Source: an optimization exercise on an open RTL-to-GDS flow (aim: small area). Production flows keep margins and buffers that such runs may drop. Function was checked by simulation only, so behaviour that the tests miss may differ from the original. Power is estimated from default activity; no workload was simulated.

Setup of job 4527:
Design adventureTop, start of the top module:
module adventureTop (
	input  logic       turn,
	input  logic       rst,
	input  logic [3:0] buttons,
	input  adventurePkg::pixelX_t    pixelX,
	input  adventurePkg::pixelY_t    pixelY,
	input  logic       blank,
	input  adventurePkg::color_t     mapPixel,
	output adventurePkg::color_t     color,
	output adventurePkg::roomCoord_t roomX,
	output adventurePkg::roomCoord_t roomY,
	output adventurePkg::color_t     roomColor
);
	localparam int KX = -16;
	localparam int KY = -20;
	localparam int OX = 15 - KX;   
	localparam int QY = -KY;       
	logic [3:0] count;
	logic       step;
	logic       bump;
	logic [9:0] px_n, cx_n, ox_n;
	logic [8:0] py_n, cy_n, oy_n;
	logic       yU, bU;
	logic       jpF, jpS;   
	logic [1:0] held;
	logic [3:0] rc;      
	function automatic logic [9:0] add10(input logic [9:0] a, input logic [9:0] b);
		logic c;
		c = 1'b0;
		for (int i = 0; i < 10; i++) begin
			add10[i] = a[i] ^ b[i] ^ c;
			c = (a[i] & b[i]) | (a[i] & c) | (b[i] & c);
		end
	endfunction
	function automatic logic [8:0] add9(input logic [8:0] a, input logic [8:0] b);
		logic c;
		c = 1'b0;
		for (int i = 0; i < 9; i++) begin
			add9[i] = a[i] ^ b[i] ^ c;
			c = (a[i] & b[i]) | (a[i] & c) | (b[i] & c);
		end
	endfunction
	function automatic logic [6:0] add6(input logic [5:0] a, input logic [5:0] b);
		logic c;
		c = 1'b0;
		for (int i = 0; i < 6; i++) begin
			add6[i] = a[i] ^ b[i] ^ c;
			c = (a[i] & b[i]) | (a[i] & c) | (b[i] & c);
		end
		add6[6] = c;
	endfunction
	function automatic logic [5:0] add5(input logic [4:0] a, input logic [4:0] b);
		logic c;
		c = 1'b0;
		for (int i = 0; i < 5; i++) begin
			add5[i] = a[i] ^ b[i] ^ c;
			c = (a[i] & b[i]) | (a[i] & c) | (b[i] & c);
		end
		add5[5] = c;
	endfunction
	function automatic logic hz5(input logic [4:0] a, input logic [4:0] b, input logic cin);
		hz5 = ((a[0] ^ b[0]) == cin);
		for (int i = 1; i < 5; i++)
  ...
For scale: roughly 850 cells after synthesis, ~90 flip-flops, roughly 0.0073 mm^2 of cells after synthesis.
Settings: LEC_CHECK=0, CAP_MARGIN=0, CORE_MARGIN=2, CORE_UTILIZATION=66, CTS_BUF_LIST=sky130_fd_sc_hd__clkbuf_8, GPL_TIMING_DRIVEN=0, SETUP_SLACK_MARGIN=0.03, SLEW_MARGIN=0; clock period 5.0 ns.
standard.sh (not shown) runs the stock make flow with config.mk's settings and CLKGATE_MAP_FILE= SYNTH_SCRIPT=/design/flow/synth_recipe.tcl, a recipe that flattens the netlist after the stock synthesis.
==> flow/flow/run.sh <==
#!/bin/bash
# Layout flow: the standard flow, except that the port buffers are the
# smallest buffer cell and clock tree synthesis uses larger sink clusters and
# no dummy loads. The flow's output goes to standard.log here; each step's
# log is kept in orfs/logs/ by the flow scripts.
set -o pipefail
bash standard.sh finish "BUFFER_PORTS_ARGS=-buffer_cell sky130_fd_sc_hd__buf_1" \
	"CTS_ARGS=-sink_clustering_enable -repair_clock_nets -buf_list sky130_fd_sc_hd__clkbuf_8 -dont_use_dummy_load -sink_clustering_size 20 -sink_clustering_max_diameter 80" \
	> standard.log 2>&1
Relative to job 4527, the following input files were edited for job 6960:
- a change of SETUP_SLACK_MARGIN from 0.03 to 0.08
diff --git a/flow/flow/run.sh b/flow/flow/run.sh
--- a/flow/flow/run.sh
+++ b/flow/flow/run.sh
@@ -8 +8 @@
-	"CTS_ARGS=-sink_clustering_enable -repair_clock_nets -buf_list sky130_fd_sc_hd__clkbuf_8 -dont_use_dummy_load -sink_clustering_size 20 -sink_clustering_max_diameter 80" \
+	"CTS_ARGS=-sink_clustering_enable -repair_clock_nets -buf_list sky130_fd_sc_hd__clkbuf_8 -dont_use_dummy_load -sink_clustering_size 44 -sink_clustering_max_diameter 400 -sink_clustering_levels 1" \
Results
- Every run in the comparison, job 6960 and job 4527, completed the flow with a clean layout.
- Compared job 4527 against job 6960; via count within noise.
- Comparing the two runs side by side, job 6960 comes out behind job 4527 on peak ir drop on the vdd network.
- Job 6960 against job 4527: clock power increased about 2%, portion of total power attributed to combinational logic decreased 0.2 points, register share of the cell area essentially unchanged, post-CTS resize count decreased 1.
- Cmp job 6960 vs job 4527: worst setup slack higher in job 6960
- The final instance area was comparable across job 6960 and job 4527.
- Post-route worst hold slack was higher in the run labelled job 4527.
- Row transition time at the pin with the least slew margin: job 6960 higher / job 4527 lower
Input changes introduced in job 1278 (baseline for comparison: job 6960):
- putting GPL_ROUTABILITY_DRIVEN at 0 where nothing was set
diff --git a/flow/flow/run.sh b/flow/flow/run.sh
--- a/flow/flow/run.sh
+++ b/flow/flow/run.sh
@@ -8 +8 @@
-	"CTS_ARGS=-sink_clustering_enable -repair_clock_nets -buf_list sky130_fd_sc_hd__clkbuf_8 -dont_use_dummy_load -sink_clustering_size 44 -sink_clustering_max_diameter 400 -sink_clustering_levels 1" \
+	"CTS_ARGS=-sink_clustering_enable -repair_clock_nets -buf_list sky130_fd_sc_hd__clkbuf_8 -dont_use_dummy_load -sink_clustering_size 20 -sink_clustering_max_diameter 80" \
[summary]
Job 1278 ends up with a signed area change from the synthesized netlist to the final layout that is 0.15 points lower than in job 6960.
Looking at via-per-instance ratio, job 1278 sits 0.073 higher than job 6960 does.
Relative to job 6960, job 1278 improves final wirelength.
[compare] base=job 6960 new=job 1278: sequential group share of total power grew by 0.8 points; clock network latency to the later pin of the worst-skew pair essentially unchanged; endpoint required time on the critical path went down 0.03 ns.
met2 usage in global routing on job 1278 is down relative to job 6960.
From job 6960 to job 1278 the numbers moved as follows: wire length on met1 -200 um; share of the core filled with cells in the final layout ~0 delta; area share of buffers outside the clock network ~0 delta; wire length of the first global-routing pass +0.63%.
The inputs of job 9586 differ from those of job 1278 as listed below.
- removing GPL_ROUTABILITY_DRIVEN (formerly 0)
diff --git a/flow/flow/run.sh b/flow/flow/run.sh
--- a/flow/flow/run.sh
+++ b/flow/flow/run.sh
@@ -3,3 +3,4 @@
-# smallest buffer cell and clock tree synthesis uses larger sink clusters and
-# no dummy loads. The flow's output goes to standard.log here; each step's
-# log is kept in orfs/logs/ by the flow scripts.
+# smallest buffer cell, clock tree synthesis inserts no dummy loads, and after
+# global routing gates off the critical paths are downsized (power recovery).
+# The flow's output goes to standard.log here; each step's log is kept in
+# orfs/logs/ by the flow scripts.
@@ -8,0 +10 @@
+	"RECOVER_POWER=100" \
Findings:
Changes observed in job 9586 relative to job 1278: sequential share of layout area held, headroom to the max-slew limit went up 0.87 points.
Per the comparison of job 9586 with job 1278, overall track demand over capacity in global routing barely changed; power density over the cells climbed 1.2%; largest incremental delay on the critical path dropped 0.03 ns; met1 capacity usage during global routing dropped 2.1 points.
Post-layout minimum cycle time came out lower on job 9586 than on job 1278.
Taking job 1278 as the reference point, the post-CTS resize count of job 9586 rises by 2.

-- afterwards: timing with drivers on the ports --
The flow's constraints put no driver on any port. The routed layouts listed below were extracted and timed again, unchanged, in two steps.
Step 1 sets driving cells, clkbuf_16 on the clock port and buf_2 on the other inputs (assumed; they add their load-dependent delay and slew).
Step 2 times the ports against the registers' clock, not the clock port: input delays grow and output delays shrink by t, the midpoint of the rising clock arrivals with the driver on.
a / b / c = ideal ports / drivers / drivers and shift; a / b = the first two.
run | t, ns | slack for setup (ns) | worst setup path after step 2 | worst register clock-pin slew, ns | cell pins on the clock port's net
job 4527 | 0.408 | 0.136 / 0.148 / -0.261 | input to register | 0.09 / 0.09 | 1
job 6960 | 0.420 | 0.213 / 0.225 / -0.195 | input to register | 0.09 / 0.09 | 1
job 1278 | 0.410 | 0.158 / 0.169 / -0.242 | input to register | 0.09 / 0.09 | 1
job 9586 | 0.418 | 0.212 / 0.224 / -0.195 | input to register | 0.09 / 0.09 | 1
With both steps, setup timing fails in every run listed, where it was met with ideal ports. For job 6960, which loses most, drivers alone change the setup slack by +0.012 ns; drivers and shift together by -0.408 ns.
